Background: an optimization exercise with open tools, aiming at small area. Do not read the settings as production practice. At most, simulation tests tie the RTL to the original design; equivalence was not proved. Function not checked in run 1: the RTL went through the layout flow alone. Power figures rest on the tool's default switching activity, not on a simulated workload.

==> design.v <==
package regfile_pkg;
    localparam int XLEN       = 32;
    localparam int DEF_DATA_W = XLEN;
    localparam int DEF_ADDR_W = 5;
    localparam int ZERO_IDX   = 0;
endpackage
module regfile_scoreboard
#(
    parameter int NR       = 31,
    parameter int ADDR_W   = regfile_pkg::DEF_ADDR_W,
    parameter bit ZERO_REG = 1'b1
) (
    input  logic              clk,
    input  logic              rst_n,
    input  logic [NR-1:0]     rdec1,
    input  logic [NR-1:0]     rdec2,
    input  logic [NR-1:0]     wdec,
    input  logic              eq1,
    input  logic              eq2,
    input  logic              iss_valid,
    input  logic [ADDR_W-1:0] iss_rd,
    input  logic              wb_en,
    input  logic [ADDR_W-1:0] wb_addr,
    output logic              rs1_busy,
    output logic              rs2_busy,
    output logic [ADDR_W:0]   pend_cnt
);
    localparam int LO = ZERO_REG ? 1 : 0;
    logic [NR-1:0]   pend_q, pend_d, idec, iset;
    logic [ADDR_W:0] cnt_q;
    logic            setEn, same, iss_hit, wb_hit, inc, dec;
    logic            rs1_busy_p, rs2_busy_p;
    always_comb begin
        for (int i = 0; i < NR; i++) begin
            idec[i] = iss_rd == ADDR_W'(i + LO);
        end
    end
    assign setEn  = iss_valid && (|idec || !ZERO_REG);
    assign iset   = idec & {NR{setEn}};
    assign same   = iss_rd == wb_addr;
    assign pend_d = iset | (pend_q & ~(wdec & {NR{wb_en}}));
    regfile_andor #(.N(NR)) u_iss (.a(idec),  .b(pend_q), .y(iss_hit));
    regfile_andor #(.N(NR)) u_wb  (.a(wdec),  .b(pend_q), .y(wb_hit));
    regfile_andor #(.N(NR)) u_r1  (.a(rdec1), .b(pend_q), .y(rs1_busy_p));
    regfile_andor #(.N(NR)) u_r2  (.a(rdec2), .b(pend_q), .y(rs2_busy_p));
    assign inc = setEn && !iss_hit;
    assign dec = wb_en && wb_hit && !(setEn && same);
    always_ff @(posedge clk or negedge rst_n) begin
        if (!rst_n) begin
            pend_q <= '0;
            cnt_q  <= '0;
        end else begin
            pend_q <= pend_d;
            if (inc && !dec) begin
                cnt_q <= cnt_q + 1'b1;
            end else if (dec && !inc) begin
                cnt_q <= cnt_q - 1'b1;
            end
        end
    end
    assign rs1_busy = rs1_busy_p && !(wb_en && eq1);
    assign rs2_busy = rs2_busy_p && !(wb_en && eq2);
    assign pend_cnt = cnt_q;
endmodule
module regfile_sb
#(
    parameter int DATA_W   = regfile_pkg::DEF_DATA_W,
    parameter int ADDR_W   = regfile_pkg::DEF_ADDR_W,
    parameter bit ZERO_REG = 1'b1
) (
    input  logic              clk,
    input  logic              rst_n,
    input  logic [ADDR_W-1:0] rs1_addr,
    input  logic [ADDR_W-1:0] rs2_addr,
    output logic [DATA_W-1:0] rs1_data,
    output logic [DATA_W-1:0] rs2_data,
    output logic              rs1_busy,
    output logic              rs2_busy,
    input  logic              iss_valid,
    input  logic [ADDR_W-1:0] iss_rd,
    input  logic              wb_en,
    input  logic [ADDR_W-1:0] wb_addr,
    input  logic [DATA_W-1:0] wb_data,
    output logic [ADDR_W:0]   pend_cnt
);
    localparam int DEPTH = 1 << ADDR_W;
    localparam int LO    = ZERO_REG ? 1 : 0;
    localparam int NR    = DEPTH - LO;            
    localparam int NT    = NR + 1;                
    logic [DATA_W-1:0] mem_q [NR];
    logic [NR-1:0]     vld_q;
    logic [NR-1:0]     wdec, wsel, rdec1, rdec2;
    logic              eq1, eq2, byp1, byp2;
    always_comb begin
        for (int i = 0; i < NR; i++) begin
            wdec[i]  = wb_addr  == ADDR_W'(i + LO);
            rdec1[i] = rs1_addr == ADDR_W'(i + LO);
            rdec2[i] = rs2_addr == ADDR_W'(i + LO);
        end
    end
    assign wsel = wdec & {NR{wb_en}};
    always_ff @(posedge clk) begin
        for (int i = 0; i < NR; i++) begin
            if (wsel[i]) begin
                mem_q[i] <= wb_data;
            end
        end
    end
    always_ff @(posedge clk or negedge rst_n) begin
        if (!rst_n) begin
            vld_q <= '0;
        end else begin
            vld_q <= vld_q | wsel;
        end
    end
    assign eq1  = wb_addr == rs1_addr;
    assign eq2  = wb_addr == rs2_addr;
    assign byp1 = rst_n && wb_en && eq1 && (|rdec1 || !ZERO_REG);
    assign byp2 = rst_n && wb_en && eq2 && (|rdec2 || !ZERO_REG);
    logic [NT-1:0]     t_sel1, t_sel2;
    logic [DATA_W-1:0] t_dat [NT];
    always_comb begin
        for (int i = 0; i < NR; i++) begin
            t_sel1[i] = rdec1[i] && vld_q[i] && !byp1;
            t_sel2[i] = rdec2[i] && vld_q[i] && !byp2;
            t_dat[i]  = mem_q[i];
        end
        t_sel1[NT-1] = byp1;
        t_sel2[NT-1] = byp2;
        t_dat[NT-1]  = wb_data;
    end
    for (genvar b = 0; b < DATA_W; b++) begin : g_bit
        logic [NT-1:0] d;
        for (genvar k = 0; k < NT; k++) begin : g_d
            assign d[k] = t_dat[k][b];
        end
        regfile_andor #(.N(NT)) u_rd1 (.a(t_sel1), .b(d), .y(rs1_data[b]));
        regfile_andor #(.N(NT)) u_rd2 (.a(t_sel2), .b(d), .y(rs2_data[b]));
    end
    regfile_scoreboard #(
        .NR       (NR),
        .ADDR_W   (ADDR_W),
        .ZERO_REG (ZERO_REG)
    ) u_scoreboard (
        .clk       (clk),
        .rst_n     (rst_n),
        .rdec1     (rdec1),
        .rdec2     (rdec2),
        .wdec      (wdec),
        .eq1       (eq1),
        .eq2       (eq2),
        .iss_valid (iss_valid),
        .iss_rd    (iss_rd),
        .wb_en     (wb_en),
        .wb_addr   (wb_addr),
        .rs1_busy  (rs1_busy),
        .rs2_busy  (rs2_busy),
        .pend_cnt  (pend_cnt)
    );
endmodule
module regfile_andor
#(
    parameter int N = 3
) (
    input  logic [N-1:0] a,
    input  logic [N-1:0] b,
    output logic         y
);
    localparam int N3 = N / 3;
    localparam int NR = N % 3;
    logic [N3-1:0] s_n;
    for (genvar s = 0; s < N3; s++) begin : g_sl
        regfile_aoi222 u_s (.a(a[3*s +: 3]), .b(b[3*s +: 3]), .y(s_n[s]));
    end
    if (NR == 2) begin : g_r2
        logic r_n;
        regfile_aoi22 u_r (.a(a[N-1 -: 2]), .b(b[N-1 -: 2]), .y(r_n));
        assign y = ~&{s_n, r_n};
    end else if (NR == 1) begin : g_r1
        assign y = ~&{s_n, ~(a[N-1] & b[N-1])};
    end else begin : g_r0
        assign y = ~&s_n;
    end
endmodule
module regfile_aoi222 (
    input  logic [2:0] a,
    input  logic [2:0] b,
    output logic       y
);
    assign y = ~|(a & b);
endmodule
module regfile_aoi22 (
    input  logic [1:0] a,
    input  logic [1:0] b,
    output logic       y
);
    assign y = ~|(a & b);
endmodule
==> flow/run.sh <==
#!/bin/bash
# Standard ORFS layout with: area-oriented ABC mapping in synthesis, minimum
# size port buffers, a clock tree of larger clusters without dummy loads, and
# power (size) recovery after global routing.
set -euo pipefail
F=$PWD/flow
CTS="-sink_clustering_enable -repair_clock_nets -dont_use_dummy_load"
CTS="$CTS -buf_list {sky130_fd_sc_hd__clkbuf_8} -sink_clustering_size 16 -sink_clustering_max_diameter 80"
bash standard.sh \
  SYNTH_SCRIPT=$F/synth.tcl AREA_ABC_SCRIPT=$F/area.abc \
  BUFFER_PORTS_ARGS="-buffer_cell sky130_fd_sc_hd__buf_1" \
  CTS_ARGS="$CTS" RECOVER_POWER=100 \
  finish > make.log 2>&1
==> flow/area.abc <==
strash
&get -n
&fraig -x
&put
scorr
dc2
dretime
strash
&get -n
&dch -f
&nf -R 1000 -p -C 32
&put
==> flow/synth.tcl <==
# The standard flow's synthesis (synth_recipe.tcl) with an area-oriented ABC mapping script.
proc synth {args} { yosys synth -nofsm -noshare {*}$args }
proc abc {args} {
  set new [list]
  set skip 0
  foreach a $args {
    if {$skip} { set skip 0; continue }
    if {$a eq "-script" || $a eq "-constr" || $a eq "-D"} { set skip 1; continue }
    lappend new $a
  }
  yosys abc -script $::env(AREA_ABC_SCRIPT) {*}$new
}
source $::env(SCRIPTS_DIR)/synth.tcl
# left out here: clear keep_hierarchy, flatten, clean up, hide names made inside functions, write 1_2_yosys.v
==> standard.sh <==
#!/bin/bash
# synth_recipe.tcl (not shown) runs the flow's synth.tcl, then flattens the netlist and writes it again
# the make line also repeats each setting of config.mk as NAME=value (left out here)
make -C /OpenROAD-flow-scripts/flow DESIGN_CONFIG=/design/flow/config.mk WORK_HOME=/design/flow/orfs CLKGATE_MAP_FILE= SYNTH_SCRIPT=/design/flow/synth_recipe.tcl "${@:-finish}"
==> config.mk <==
export PLATFORM = sky130hd
export DESIGN_NAME = regfile_sb
export DESIGN_NICKNAME = regfile_sb
export VERILOG_FILES = /design/flow/design.v
export SDC_FILE = /design/flow/constraint.sdc
export NUM_CORES = 4
export LEC_CHECK = 0
export ABC_AREA = 1
export CAP_MARGIN = 0
export CORE_MARGIN = 2
export CORE_UTILIZATION = 50
export GPL_TIMING_DRIVEN = 0
export SETUP_SLACK_MARGIN = 0.2
export SLEW_MARGIN = 0
export SYNTH_HIERARCHICAL = 1
==> constraint.sdc <==
create_clock -name core_clock -period 7.0 [get_ports {clk}]
set_input_delay 1.4000 -clock core_clock [delete_from_list [all_inputs] [get_ports {clk}]]
set_output_delay 1.4000 -clock core_clock [all_outputs]
set_load 0.01 [all_outputs]
==> impl.org, run 1 <==
** Yosys
- Count of distinct cell types in the synthesized netlist :: 36
- Dividing the synthesized area by the synthesized cell count gives 16.89 um^2.
- In this run the cell area of the synthesized design comes to 43060 um^2.
- Number of enable-type register cells in the synthesized netlist :: 992
- Top_reg_cell synth :: sky130_fd_sc_hd__edfxtp_1
- Fraction of registers with async set or reset after synthesis :: 6.415%
- Warnings, synthesis :: 10
- In the synthesized netlist, the number of instances is approximately 2500.
- Flip-flop and latch count after synthesis :: 1060
- Part of the Yosys area used for sequential elements :: 73.14%

** Run status
- The run did not pass the layout checks because of max-capacitance violations, max-slew violations.
- The flow ran to the end, but the layout failed its checks.

** STA
- Minimum clock period after layout :: 6.938 ns
- Actual slew at the worst max-slew pin :: ~2.4 ns
- Number of slew-limit violations in the final report :: 1338
- Setup slack closes at 0.06166 ns.
- Adding up every negative setup slack in the final design gives 0 ns.
- Final hold violation count :: 0
- Fmax achieved :: ~0.14 GHz
- The worst path uses 99.12% of the clock period.
- Final setup skew :: 0.02566 ns
- Post-route worst hold slack :: 0.4701 ns
- The worst pin sits at a relative slew slack of -61.05%.
- Setup violators final :: 0
- Setup repair after global routing could not meet its margin everywhere.

** Global route
- Overall global routing resource usage :: 36.84%
- Aggregate global routing overflow :: 0
- Via count of the first global-routing pass :: 32270
- The number of antenna violations at the first check in global routing is 7.
- The first global-routing pass estimated 232600 um of wire.
- Entering global routing, the biggest net connects 56 pins.

** Routing
- DRT Wirelength :: 169000 um
- The detailed router finished its first iteration with 8029 violations.
- Drt drc :: 0
- Routed via count :: 33200
- Number of nets with antenna violations after detailed routing :: 0
- The pre-antenna-repair detailed-routing pass consisted of 12 iterations.
- Dividing the detail-routed via count by the number of cells gives 8.252.
- In the final routed layout, each cell accounts on average for 42.00 um.

** Clock tree
- TritonCTS clock tree :: yes
- Root buf cell :: sky130_fd_sc_hd__clkbuf_8
- Clock-pin slew was measured on the worst setup and hold paths at 0.10 ns.
- Clock latency on the worst-skew pair, taken at its later pin, is 0.70 ns.
- CTS built an H-tree with a depth of 3.
- No sink is reached through more buffers than the 3 on the longest clock path.
- TritonCTS buffer count :: 78
- Clk sinks :: ~1100

** Worst setup path
- Arrival @ worst endpoint :: 5.54 ns
- Flop2flop setup slack :: ~3.3 ns
- Most used cell along the critical path :: sky130_fd_sc_hd__nand4_1
- Worst Path Required :: 5.60 ns
- On the worst path, the slowest cell contributes a delay of 0.74 ns.
- Critical Path Sink Type :: output port
- STA classifies the critical path startpoint as a primary input.
- Ordered cell list for the critical path :: buf_2 > or2_4 > nor3_2 > nor4_1 > nand4_1 > nand4_1 > buf_12 > buf_4 > and3_4 > buf_12 > a222oi_1 > nand4_1 > nor2_2 > nand4_1 > buf_1
- Slowest CP cell :: sky130_fd_sc_hd__nor3_2
- By startpoint and endpoint, the worst setup path is classified as in2out.
- In this run the worst path has a maximum fanout of 16.
- Start of the worst register-to-register path :: u_scoreboard.pend_q[6]$_DFF_PN0_
- The worst register-to-register path has a depth of 14.
- Destination of the worst register-to-register timing path :: u_scoreboard.cnt_q[5]$_DFFE_PN0P_

** Placement
- GP Congestion :: between 0.9 and 1
- Prior to clock tree synthesis, the placed netlist has a worst setup slack of -1.352 ns.
- Number of I/O port buffers :: around 130
- Once placement completed, the tool counted placed cells totaling between 3000 and 4000.
- Cell Area, Placed :: 47060 um^2
- Once detailed placement completed, the half-perimeter wirelength came to between 100000 and 150000 um.

** Pwr
- Total Power Consumption :: around 11 mW
- For this design the static power due to leakage is around 15 nW.
- Worst supply voltage drop on vdd :: about 0.00017 V
- Power density of the placed cells :: 235.4 nW/um^2

** Run
- The tool flagged a number of max-cap violations equal to between 50 and 60.

** Floorplan
- Effective utilization at floorplan :: 50.49%
- Number of placed I/O pins :: 128
- X dimension of the die :: 297.5 um
- The core region is 85280 um^2.
- Die boundary height :: 297.5 um
- Placement row count :: 107
- The floorplan step defined a die boundary enclosing 88480 um^2.

** Finish
- Fillers :: 6770
- Once layout is complete, the utilization of the core stands at 56.40%.
- Signed area change from the synthesized netlist to the final layout :: 11.72%
- The post-route netlist has 8.977% of its cells at a drive strength greater than 1.
- Commonest cells after routing, fill and taps aside :: sky130_fd_sc_hd__edfxtp_1 (992), sky130_fd_sc_hd__a222oi_1 (680), sky130_fd_sc_hd__nand4_1 (206), sky130_fd_sc_hd__nor2_1 (131), sky130_fd_sc_hd__clkbuf_8 (78)
- With fillers left out, the area of the finished cells amounts to 48100 um^2.
- Most common cell after layout, fill and taps aside :: sky130_fd_sc_hd__edfxtp_1
- Net total in the final layout :: between 2000 and 3000
- For this run, the number of standard cells in the final layout without fillers is 4023.

** Hold path
- Counting instances, the worst hold path has a depth of 1.
- Class of the tightest hold or removal check :: reg2reg
- The worst hold path begins at u_scoreboard.cnt_q[5]$_DFFE_PN0P_.
- Worst hold path endpoint :: u_scoreboard.cnt_q[5]$_DFFE_PN0P_
## flip-flops by register name (all words and copies together), names as in the netlist
signal	cells
mem_q	992
vld_q	31
u_scoreboard.cnt_q	6
u_scoreboard.pend_q	31
## per-module statistics from Yosys (local to each module, per instance), a selection
module	cells	copies in the design
regfile_aoi22	1	64
regfile_aoi222	1	680
regfile_sb	1335	1
## power breakdown
group / internal (mW) / total (mW) / switching (mW)
registers: 7.10 / 7.28 / 0.181
clock network: 1.00 / 2.93 / 1.93
logic: 0.341 / 1.11 / 0.767
## worst max path at each step
stage                         to        start  cells past startpoint
floorplan            rs2_data[0]  rs2_addr[3]                      9
global placement    rs1_data[10]        rst_n                      8
detailed placement  rs1_data[10]  rs1_addr[4]                     14
CTS                 rs1_data[10]  rs1_addr[2]                     15
global route        rs2_data[10]  rs2_addr[2]                     14
finish              rs1_data[10]  rs1_addr[2]                     15
## layout make-up
cell class,instances,area (um^2),area share [%]
Sequential cell,1060,31490,65.46
Multi-Input combinational cell,1483,11840,24.61
Timing Repair Buffer,243,2215,4.604
Tap cell,1144,1431,2.976
Clock buffer,78,1074,2.232
Inverter,10,42.54,0.08844
Antenna cell,5,12.51,0.02601
## Yosys cell counts (all sizes together), types with 2 or more instances
| library cell | count | area (um^2) |
|---|---|---|
| edfxtp | 992 | 29790 |
| a222oi | 680 | 6807 |
| nand4 | 205 | 1282 |
| nor2 | 132 | 495.5 |
| and3 | 89 | 556.8 |
| dfrtp | 68 | 1702 |
| a22oi | 64 | 480.5 |
| nand2 | 62 | 232.7 |
| nor3 | 49 | 245.2 |
| or2 | 35 | 219.0 |
| a22o | 31 | 271.5 |
| and2 | 28 | 175.2 |
| nor4 | 17 | 106.4 |
| nand2b | 14 | 87.58 |
| clkinv | 10 | 37.54 |
| xor2 | 9 | 78.83 |
| nand3 | 7 | 35.03 |
| nor2b | 7 | 43.79 |
| xnor2 | 7 | 61.31 |
| a21oi | 6 | 30.03 |
| nor3b | 6 | 45.04 |
| ha | 5 | 62.56 |
| o21ai | 5 | 25.02 |
| a2111o | 4 | 45.04 |
| o22ai | 3 | 18.77 |
| a21boi | 2 | 15.01 |
| or3 | 2 | 12.51 |
| or4 | 2 | 15.01 |
## layer usage
layer / track usage (%) / wire length (um) / up-vias
met5: 0 / 0 / -
met4: 16.55 / 8578 / 0
met3: 12.54 / 26150 / 601
met2: 55.50 / 74860 / 3032
met1: 48.59 / 59380 / 16640
li1: - / - / 12920
## critical path, delay by kind of cell
family                 cells  cell delay (ns)
and+or+nand+nor            9             2.93
buffers and inverters      5             0.85
AOI/OAI and AO/OA          1             0.33
## kinds of logic (layout without fill, tap and decap cells)
group | Yosys count | count (layout) | share of synthesized area (%)
compound gates | 800 | 800 | 17.96
mux | 1 | 1 | 0.02615
fa+ha+maj | 6 | 6 | 0.1918
simple gates | 656 | 660 | 8.273
flops | 1060 | 1060 | 73.14
xor+xnor | 16 | 16 | 0.3255
other cells | 0 | 5 | 0
buf+inv | 10 | 331 | 0.08719
## timing repair
| item | 4_1_cts | 5_1_grt |
|---|---|---|
| hold buffers | 0 | 0 |
| endpoints found under the setup margin | 54 | 58 |
| buffers inserted | 5 | 17 |
| gates resized for setup | 49 | 26 |
| pin swaps | 6 | 18 |
| cloned | 4 | 4 |
==> inputs of run 2 (changes only) <==
--- a/design.v
+++ b/design.v
@@ -27,4 +27,5 @@
 );
     localparam int LO = ZERO_REG ? 1 : 0;
+    localparam int NP = 3 * ((NR + 2) / 3);
     logic [NR-1:0]   pend_q, pend_d, idec, iset;
     logic [ADDR_W:0] cnt_q;
@@ -40,8 +41,8 @@
     assign same   = iss_rd == wb_addr;
     assign pend_d = iset | (pend_q & ~(wdec & {NR{wb_en}}));
-    regfile_andor #(.N(NR)) u_iss (.a(idec),  .b(pend_q), .y(iss_hit));
-    regfile_andor #(.N(NR)) u_wb  (.a(wdec),  .b(pend_q), .y(wb_hit));
-    regfile_andor #(.N(NR)) u_r1  (.a(rdec1), .b(pend_q), .y(rs1_busy_p));
-    regfile_andor #(.N(NR)) u_r2  (.a(rdec2), .b(pend_q), .y(rs2_busy_p));
+    regfile_andor #(.N(NP)) u_iss (.a(NP'(idec)),  .b(NP'(pend_q)), .y(iss_hit));
+    regfile_andor #(.N(NP)) u_wb  (.a(NP'(wdec)),  .b(NP'(pend_q)), .y(wb_hit));
+    regfile_andor #(.N(NP)) u_r1  (.a(NP'(rdec1)), .b(NP'(pend_q)), .y(rs1_busy_p));
+    regfile_andor #(.N(NP)) u_r2  (.a(NP'(rdec2)), .b(NP'(pend_q)), .y(rs2_busy_p));
     assign inc = setEn && !iss_hit;
     assign dec = wb_en && wb_hit && !(setEn && same);
@@ -88,4 +89,5 @@
     localparam int NR    = DEPTH - LO;            
     localparam int NT    = NR + 1;                
+    localparam int NS    = (NT + 2) / 3;          
     logic [DATA_W-1:0] mem_q [NR];
     logic [NR-1:0]     vld_q;
@@ -118,7 +120,10 @@
     assign byp1 = rst_n && wb_en && eq1 && (|rdec1 || !ZERO_REG);
     assign byp2 = rst_n && wb_en && eq2 && (|rdec2 || !ZERO_REG);
-    logic [NT-1:0]     t_sel1, t_sel2;
-    logic [DATA_W-1:0] t_dat [NT];
+    logic [3*NS-1:0]   t_sel1, t_sel2;
+    logic [DATA_W-1:0] t_dat [3*NS];
     always_comb begin
+        t_sel1 = '0;
+        t_sel2 = '0;
+        for (int k = 0; k < 3*NS; k++) t_dat[k] = '0;
         for (int i = 0; i < NR; i++) begin
             t_sel1[i] = rdec1[i] && vld_q[i] && !byp1;
@@ -131,10 +136,10 @@
     end
     for (genvar b = 0; b < DATA_W; b++) begin : g_bit
-        logic [NT-1:0] d;
-        for (genvar k = 0; k < NT; k++) begin : g_d
+        logic [3*NS-1:0] d;
+        for (genvar k = 0; k < 3*NS; k++) begin : g_d
             assign d[k] = t_dat[k][b];
         end
-        regfile_andor #(.N(NT)) u_rd1 (.a(t_sel1), .b(d), .y(rs1_data[b]));
-        regfile_andor #(.N(NT)) u_rd2 (.a(t_sel2), .b(d), .y(rs2_data[b]));
+        regfile_andor #(.N(3*NS)) u_rd1 (.a(t_sel1), .b(d), .y(rs1_data[b]));
+        regfile_andor #(.N(3*NS)) u_rd2 (.a(t_sel2), .b(d), .y(rs2_data[b]));
     end
     regfile_scoreboard #(
@@ -167,19 +172,9 @@
     output logic         y
 );
-    localparam int N3 = N / 3;
-    localparam int NR = N % 3;
-    logic [N3-1:0] s_n;
-    for (genvar s = 0; s < N3; s++) begin : g_sl
+    logic [N/3-1:0] s_n;
+    for (genvar s = 0; s < N/3; s++) begin : g_sl
         regfile_aoi222 u_s (.a(a[3*s +: 3]), .b(b[3*s +: 3]), .y(s_n[s]));
     end
-    if (NR == 2) begin : g_r2
-        logic r_n;
-        regfile_aoi22 u_r (.a(a[N-1 -: 2]), .b(b[N-1 -: 2]), .y(r_n));
-        assign y = ~&{s_n, r_n};
-    end else if (NR == 1) begin : g_r1
-        assign y = ~&{s_n, ~(a[N-1] & b[N-1])};
-    end else begin : g_r0
-        assign y = ~&s_n;
-    end
+    assign y = ~&s_n;
 endmodule
 module regfile_aoi222 (
@@ -190,9 +185,2 @@
     assign y = ~|(a & b);
 endmodule
-module regfile_aoi22 (
-    input  logic [1:0] a,
-    input  logic [1:0] b,
-    output logic       y
-);
-    assign y = ~|(a & b);
-endmodule
==> flow/run.sh (replaced) <==
#!/bin/bash
# Standard ORFS layout with: area-oriented ABC mapping in synthesis, minimum
# size port buffers, and a clock tree without dummy loads.
set -euo pipefail
F=$PWD/flow
CTS="-sink_clustering_enable -repair_clock_nets -dont_use_dummy_load"
CTS="$CTS -buf_list {sky130_fd_sc_hd__clkbuf_4 sky130_fd_sc_hd__clkbuf_8}"
bash standard.sh \
  SYNTH_SCRIPT=$F/synth.tcl AREA_ABC_SCRIPT=$F/area.abc \
  BUFFER_PORTS_ARGS="-buffer_cell sky130_fd_sc_hd__buf_1" \
  CTS_ARGS="$CTS" \
  finish > make.log 2>&1
--- a/config.mk
+++ b/config.mk
@@ -9,6 +9,5 @@
 export CAP_MARGIN = 0
 export CORE_MARGIN = 2
-export CORE_UTILIZATION = 50
-export GPL_TIMING_DRIVEN = 0
+export CORE_UTILIZATION = 60
 export SETUP_SLACK_MARGIN = 0.2
 export SLEW_MARGIN = 0
==> run 2 against run 1 <==
The run now finishes clean; worst hold slack better by 0.0046 ns; power up 12%; die area down 16%; final cell count up 2.4%; clock power up 44%; critical path depth unchanged; routed wire length down 1.1%; combinational power about the same; largest power group unchanged; register-to-register slack better by 0.22 ns; critical path type unchanged.
==> impl.org, run 2 <==
** Routing
- Routed via count :: 34830 (+4.9%)
- Vias per std cell :: 8.458 (+2.5%)
- DRT Wirelength :: 167200 um (-1.1%)
- Drt drc :: 0 (unchanged)
- Number of nets with antenna violations after detailed routing :: 0 (unchanged)
- Number of violations reported at the end of detailed-routing iteration 0 :: 10090 (+26%)
- Post-detailed-route wirelength per cell :: 40.60 um (-3.3%)
- The iteration count of the initial detailed-routing pass came to 17 (+5).

** Finish
- Net total in the final layout :: 3231 (+10%)
- Share of the core filled with cells in the final layout :: 69.95% (+14 points)
- Signed area change from the synthesized netlist to the final layout :: 15.43%
- Top Registers :: mem_q: 992 flops, u_scoreboard.pend_q: 31 flops, vld_q: 31 flops
- Layout cells sized above 1 :: 13.17% (+4.2 points)
- In the layout the commonest cells are sky130_fd_sc_hd__edfxtp_1 (992), sky130_fd_sc_hd__a222oi_1 (748), sky130_fd_sc_hd__nand4_1 (209), sky130_fd_sc_hd__clkbuf_8 (166), sky130_fd_sc_hd__conb_1 (144).
- mem_q holds more flip-flops than any other register.
- Number of flip-flops under the largest register name :: 992 (unchanged)
- Most common cell after layout, fill and taps aside :: sky130_fd_sc_hd__edfxtp_1
- The post-layout instance count excluding filler cells was 4118 (+2.4%).
- The number of filler cells placed in the layout was 4790 (-29%).

** Yosys
- Number of enable-type register cells in the synthesized netlist :: 992 (unchanged)
- Count of distinct cell types in the synthesized netlist :: 35 (-2.8%)
- The share of the yosys chip area belonging to registers was 72.82% (-0.32 points).
- Warnings, synthesis :: 10 (unchanged)
- In the post-synthesis netlist, the cell with the most instances is sky130_fd_sc_hd__edfxtp_1.
- After synthesis, the cell types taking the most area are sky130_fd_sc_hd__edfxtp_1 (69%), sky130_fd_sc_hd__a222oi_1 (17%), sky130_fd_sc_hd__dfrtp_1 (3.9%).
- Among all flip-flop cells after synthesis, the most frequent one is sky130_fd_sc_hd__edfxtp_1.
- Synthesized instance count :: 2555 (+0.24%)
- The synthesized area came to 43250 um^2 (+0.44%).
- The top cell type's share of synthesized area was 68.88% (-0.30 points).
- Fraction of registers with async set or reset after synthesis :: 6.415% (unchanged)
- Avg Inst Size Synth :: 16.93 um^2 (+0.20%)
- Commonest cells post-synth :: sky130_fd_sc_hd__edfxtp_1 (992), sky130_fd_sc_hd__a222oi_1 (748), sky130_fd_sc_hd__nand4_1 (209)
- Summed over all instances, the cell type with the most area after synthesis is sky130_fd_sc_hd__edfxtp_1.
- The number of storage elements in the synthesis netlist is 1060 (unchanged).

** Floorplan
- Total core area :: 71360 um^2 (-16%)
- The vertical die dimension came to 272.5 um (-8.4%).
- The number of rows in the core area is 98 (-8.4%).
- The area enclosed by the die boundary was 74240 um^2 (-16%).
- X dimension of the die :: 272.5 um (-8.4%)
- Effective utilization at floorplan :: 60.60% (+10 points)
- Number of placed I/O pins :: 128 (unchanged)

** Worst setup path
- Most used cell along the critical path :: sky130_fd_sc_hd__nand4_1
- Start of the worst register-to-register path :: u_scoreboard.pend_q[18]$_DFF_PN0_
- Reg2Reg Depth :: 15 (+1)
- Capture point of the worst path :: rs1_data[2]
- Startpoint class of the critical path :: primary input
- Traced cell by cell, the critical path runs through buf_1 > nand2b_1 > buf_4 > nor3_1 > nor4_1 > nand4_1 > nand4_1 > buf_12 > and3_1 > buf_12 > a222oi_1 > nand4_1 > nor2_1 > nand4_1 > buf_1.
- Critical Path Sink Type :: output port
- Critical path launch point :: rs1_addr[0]
- Flop2flop setup slack :: 3.48 ns (+0.22 ns)
- Depth of the critical timing path with buffers and inverters included :: 15 (unchanged)
- The data arrival time of the critical path came to 5.33 ns (-0.21 ns).
- Among cell families on the critical path, the largest total delay comes from simple AND/OR/NAND/NOR gates.
- The delay contributed by the slowest stage of the critical path came to 0.61 ns (-0.13 ns).
- Slowest CP cell :: sky130_fd_sc_hd__nor3_1
- Worst Path Required :: 5.60 ns (about the same)
- In this run the critical register-to-register path is captured at u_scoreboard.cnt_q[5]$_DFFE_PN0P_.
- The count of buffer and inverter cells on the critical path came to 5 (unchanged).
- The peak fanout along the critical path is 32 (+16).
- Type of the setup path with the least slack :: in2out

** Global route
- Aggregate global routing overflow :: 0 (unchanged)
- The global-route wire length before repair is 232700 um (about the same).
- The overall track demand over capacity in global routing is 44.26% (+7.4 points).
- Maximum number of pins on one net before global-route repair :: 66 (+18%)
- Via count of the first global-routing pass :: 34080 (+5.6%)
- The number of antenna violations at the first check in global routing came to 10 (+3).

** Run status
- Status :: no timing/DRC/antenna violations

** Clock tree
- TritonCTS buffer count :: 166 (+110%)
- TritonCTS clock tree :: yes
- Maximum buffer depth of the clock tree :: 3 (unchanged)
- Clock Latency Late Sink :: 0.75 ns (+0.05 ns)
- Cts-stage hold buffer count :: 0 (unchanged)
- The tree is rooted in a sky130_fd_sc_hd__clkbuf_8.
- Clk sinks :: 1060 (unchanged)
- The number of gates resized after CTS is 0 (-100%).
- Clock transition at the register clock pins on the worst setup and hold paths after CTS :: 0.05 ns (-0.05 ns)
- Total number of H-tree levels :: 4 (+1)
- Setup fix buffers added after clock tree synthesis :: 0 (-5)

** STA
- Setup violators final :: 0 (unchanged)
- The final-report max-slew violation count is 0 (-100%).
- The sum of negative setup slack was 0 ns (unchanged).
- Final clock period utilization by the worst path :: 96.15% (-3.0 points)
- Final setup skew :: 0.03816 ns (+0.01250 ns)
- Unrepaired setup endpoints after global routing :: yes
- The pin slew with the least headroom to its limit was 1.303 ns (-1.113 ns).
- Final hold violation count :: 0 (unchanged)
- Post-route worst hold slack :: 0.4747 ns (+0.004594 ns)
- Fmax achieved :: 0.1486 GHz (+3.1%)
- Relative slew slack :: 13.15% (+74 points)
- The time the final worst path needs with I/O delays and setup was 6.730 ns (-0.2079 ns).

** Hold path
- Hold_sp :: u_scoreboard.cnt_q[5]$_DFFE_PN0P_
- The path class of the tightest hold or removal check is reg2reg.

** Pwr
- The maximum VDD drop came to 0.0002143 V (+28%).
- Power density of the placed cells :: 253.2 nW/um^2 (+7.5%)
- The total chip power came to 12.64 mW (+12%).
- The leakage power of the design is 15.98 nW (+9.7%).

** Placement
- GP Congestion :: 1.001 (+5.7%)
- Number of I/O port buffers :: 127 (unchanged)
- Count of placed standard cells including taps :: 3951 (+1.0%)
- The final HPWL from detailed placement is 97380 um (-8.9%).

** Run
- Number of max-cap violations :: 0 (-100%)
## run 2: changes by cell type after synthesis
cell                       change
sky130_fd_sc_hd__a22oi_1      -64
sky130_fd_sc_hd__nand4_1       +4
sky130_fd_sc_hd__conb_1        +2
sky130_fd_sc_hd__a222oi_1     +68
sky130_fd_sc_hd__nand2_1       -4
sky130_fd_sc_hd__nor2_1        +4
sky130_fd_sc_hd__a2111o_1      -4
## run 2: logic make-up (layout without fill, tap and decap cells)
family                   count (synthesis)  in the layout  share of synthesized area, %
adder cells (fa/ha/maj)                  6              6                        0.1910
flip-flops                            1060           1060                         72.82
other                                    2            145                       0.01737
AND/OR/NAND/NOR                        660            660                         8.295
AO/OA/AOI/OAI                          800            800                         18.24
buffers and inverters                   10            480                       0.08681
XOR/XNOR                                16             16                        0.3241
multiplexers                             1              1                       0.02604
## run 2: worst reg2reg max path, delay by kind of cell (launching register included)
family | cells | cell delay [ns]
buf+inv | 1 | 0.20
xor+xnor | 1 | 0.14
fa+ha+maj | 2 | 0.55
flops | 1 | 0.50
compound gates | 7 | 1.37
simple gates | 4 | 0.67
## run 2: per-layer routing
metal | routed length, um | global-route usage (%) | vias to the layer above
li1 | - | - | 13510
met1 | 56800 | 60.48 | 17030
met2 | 70830 | 62.71 | 3683
met3 | 31660 | 18.42 | 606
met4 | 7866 | 19.10 | 6
met5 | 34 | 0 | -
## run 2: cell type report
class / count / area [um^2] / area share (%)
timing repair buffer: 304 / 2562 / 5.133
antenna: 1 / 2.502 / 0.005013
clock buffer: 166 / 2285 / 4.577
tap: 950 / 1189 / 2.381
multi-input combinational: 1627 / 12350 / 24.74
sequential: 1060 / 31490 / 63.09
inverter: 10 / 37.54 / 0.07520
## run 2: stage by stage
step           cell area (um^2)  setup WS (ns)
4_1_cts                   49900         0.2060
3_3_place_gp              47610         0.2554
2_1_floorplan             43780         0.6149
6_report                  49920         0.2696
5_1_grt                   49920         0.1718
3_5_place_dp              47610         0.1997
## run 2: worst min path at each step
stage,depth (start not counted),endpoint
2_1_floorplan,1,vld_q[0]$_DFF_PN0_
4_1_cts,1,u_scoreboard.cnt_q[5]$_DFFE_PN0P_
3_3_place_gp,1,u_scoreboard.cnt_q[5]$_DFFE_PN0P_
6_report,1,u_scoreboard.cnt_q[5]$_DFFE_PN0P_
3_5_place_dp,1,u_scoreboard.cnt_q[5]$_DFFE_PN0P_
5_1_grt,1,vld_q[21]$_DFF_PN0_
## run 2: power by group
part | leakage [nW] | internal, mW | switching, mW | total [mW]
logic | 5.03 | 0.354 | 0.754 | 1.11
clock network | 1.19 | 2.08 | 2.13 | 4.21
registers | 9.76 | 7.11 | 0.206 | 7.32
total | 16.0 | 9.55 | 3.09 | 12.6
## run 2: per-module statistics from Yosys, one instance, submodules excluded, excerpt
module	flip-flops and latches	cell area [um^2]	cells
regfile_sb	1023	32310	1336
regfile_aoi222	0	10.01	1

[static timing again, ports no longer ideal]
No port has a modelled driver above. Below, the same layouts with a new extraction and two added sets of constraints. Step 1 (the two cells are an assumption about what drives the block):
set clk [get_ports {clk}]
set_driving_cell -lib_cell sky130_fd_sc_hd__clkbuf_16 $clk
set_driving_cell -lib_cell sky130_fd_sc_hd__buf_2 [delete_from_list [all_inputs] $clk]
Step 2 adds t to the input delays and takes it off the output delays; t is the mean of the earliest and latest rising clock arrival at the registers after step 1. Input paths then give back, and output paths get back, about the clock's delay inside the block. Three values: ideal, step 1, step 2; two values: the first two.
| run | t (ns) | slack for setup (ns) | clock arrival spread, ns | worst register clock-pin slew, ns | max-slew violations | pins driven straight from the clock port |
|---|---|---|---|---|---|---|
| run 1 | 0.770 | 0.062 / 0.040 / 0.040 | 0.061 / 0.061 | 0.11 / 0.11 | 1338 / 1372 | 1 |
| run 2 | 0.840 | 0.270 / 0.249 / 0.249 | 0.132 / 0.132 | 0.07 / 0.07 | 0 / 0 | 1 |
The drivers bring new slew violations in run 1. For run 1, which loses most, drivers alone change the setup slack by -0.022 ns; drivers and shift together by -0.022 ns.
